Source: an optimization exercise on an open RTL-to-GDS flow (aim: a short achievable clock period and few clock cycles per item). Production flows keep margins and buffers that such runs may drop. At most, simulation tests tie the RTL to the original design; equivalence was not proved. Power figures rest on the tool's default switching activity, not on a simulated workload.

==> flow/design.v (excerpt) <==
module core_top (
    input  logic                  clk_i,
    input  logic                  rst_ni,
    input  logic                  fetch_enable_i,
    input  logic [32-1:0] boot_addr_i,
    output logic                  imem_req_o,
    output logic [32-1:0] imem_addr_o,
    input  logic                  imem_valid_i,
    input  logic [32-1:0] imem_rdata_i,
    output logic                  commit_valid_o,
    output logic [32-1:0] commit_pc_o,
    output logic [3-1:0] commit_rd_o,
    output logic [32-1:0] commit_wdata_o,
    output logic                  commit_we_o
);
For scale: about 5,300 cells after synthesis.
clock: 6.0 ns
lec_check: 0
abc_clock_period_in_ps: 2500
cap_margin: 20
core_margin: 2
core_utilization: 40
setup_slack_margin: 2.5
slew_margin: 20
run.sh (not shown) runs the stock make flow with config.mk's settings and CLKGATE_MAP_FILE= SYNTH_SCRIPT=/design/flow/synth_recipe.tcl, a recipe that flattens the netlist after the stock synthesis.
The starting point completed without violations.
Change:
--- a/flow/design.v
+++ b/flow/design.v
@@ -116,26 +116,36 @@
     logic        redirect;
     logic [31:0] fix;
     logic [31:0] ex_res;
     logic        ans;
     logic        accept;
     logic        f_taken;
     logic [31:0] f_pc4;
     logic [31:0] f_tgt;
     logic [31:0] f_pnext;
     assign imem_req_o  = busy_q | (fe_q & ~boot_q);
     assign imem_addr_o = pc_q;
-    assign f_taken = bt_cnt_q[pc_q[BP_AW+1:2]][1];
+    logic [BP_N-1:0] f_sel;
+    logic [15:0]     f_btgt;
+    always_comb begin
+        f_taken = 1'b0;
+        f_btgt  = '0;
+        for (int i = 0; i < BP_N; i++) begin
+            f_sel[i] = (pc_q[BP_AW+1:2] == BP_AW'(i));
+            f_taken  = f_taken | (f_sel[i] & bt_cnt_q[i][1]);
+            f_btgt   = f_btgt | ({16{f_sel[i]}} & bt_tgt_q[i]);
+        end
+    end
     assign f_pc4   = {pc_q[7:2] == 6'h3f ? pc_q[31:8] + 24'd1 : pc_q[31:8],
                       pc_q[7:2] + 6'd1, 2'b00};
-    assign f_pnext = f_taken ? {pc_q[31:18], bt_tgt_q[pc_q[BP_AW+1:2]], 2'b00} : f_pc4;
+    assign f_pnext = f_taken ? {pc_q[31:18], f_btgt, 2'b00} : f_pc4;
     assign f_tgt = pc_q + {{14{imem_rdata_i[15]}}, imem_rdata_i[15:0], 2'b00};
     assign ans    = imem_req_o & imem_valid_i;
     assign accept = ans & ~drop_q & ~redirect;
     always_ff @(posedge clk_i or negedge rst_ni) begin
         if (!rst_ni) begin
             fe_q   <= 1'b0;
             boot_q <= 1'b1;
             busy_q <= 1'b0;
             drop_q <= 1'b0;
         end else begin
             fe_q   <= fetch_enable_i;
@@ -252,23 +262,25 @@
         ex_ne_q    <= opc[1];
         ex_eqt_q   <= (tgt == i_pnext_q);
         ex_eqn_q   <= (pc4 == i_pnext_q);
         ex_pc4_q   <= pc4;
         ex_tgt_q   <= tgt;
         ex_pc_q    <= i_pc_q;
         ex_rd_q    <= rd;
         ex_we_q    <= d_we;
     end
     logic [31:0] sum;
     logic        take;
-    assign sum = ex_a_q + ex_b_q + {31'h0, ex_sub_q};
+    logic [32:0] sum33;
+    assign sum33 = {ex_a_q, 1'b1} + {ex_b_q, ex_sub_q};
+    assign sum   = sum33[32:1];
     always_comb begin
         ex_res = ({32{ex_arith_q}} & sum)
                | ({32{ex_and_q}} & (ex_a_q & ex_b_q))
                | ({32{ex_or_q}}  & (ex_a_q | ex_b_q))
                | ({32{ex_xor_q}} & (ex_a_q ^ ex_b_q))
                | ({32{ex_sll_q}} & (ex_a_q << ex_b_q[4:0]))
                | ({32{ex_srl_q}} & (ex_a_q >> ex_b_q[4:0]));
     end
     assign take     = ex_jal_q | (ex_br_q & ((ex_a_q == ex_b_q) ^ ex_ne_q));
     assign redirect = ex_valid_q & ~(take ? ex_eqt_q : ex_eqn_q);
     assign fix      = take ? ex_tgt_q : ex_pc4_q;
Outcome: Via count rose by 16%; critical path depth is unchanged; final area fell by 1.3%; combinational power fell by 53%; sequential share of layout area rose by 0.58 points; routed wire length rose by 28%; worst setup slack hardly moves; total power fell by 20%; clock skew rose by 10 ps; worst hold slack is better by 36 ps.
Testbench counts after the change, summed over its fixed seeds: cycles 33,070, instrs 32,000.
Only the layout flow was run in the first run of this note; the RTL was not checked for function there.

==> afterwards: timing with drivers on the ports <==
No port has a modelled driver above. Below, the same layouts with a new extraction and two added sets of constraints. Step 1 sets driving cells, clkbuf_16 on the clock port and buf_2 on the other inputs (assumed; they add their load-dependent delay and slew). Step 2 also shifts input and output timing later by t, the mid clock arrival at the registers, as if the neighbouring blocks saw the same clock. Three values: ideal, step 1, step 2; two values: the first two.
run | t (ns) | setup WS [ns] | hold slack, ns | worst data-port slew with drivers (ns) | pins driven straight from the clock port
the first run | 0.890 | 2.242 / 2.242 / 1.679 | 0.285 / 0.285 / 0.285 | 0.19 | 1
the second run | 0.926 | 2.241 / 2.241 / 1.621 | 0.321 / 0.319 / 0.321 | 0.07 | 1
After both steps setup and hold are still met in every run listed. The setup slack of the second run, which loses most, moves by 0.000 ns with the drivers and by -0.620 ns with both steps.
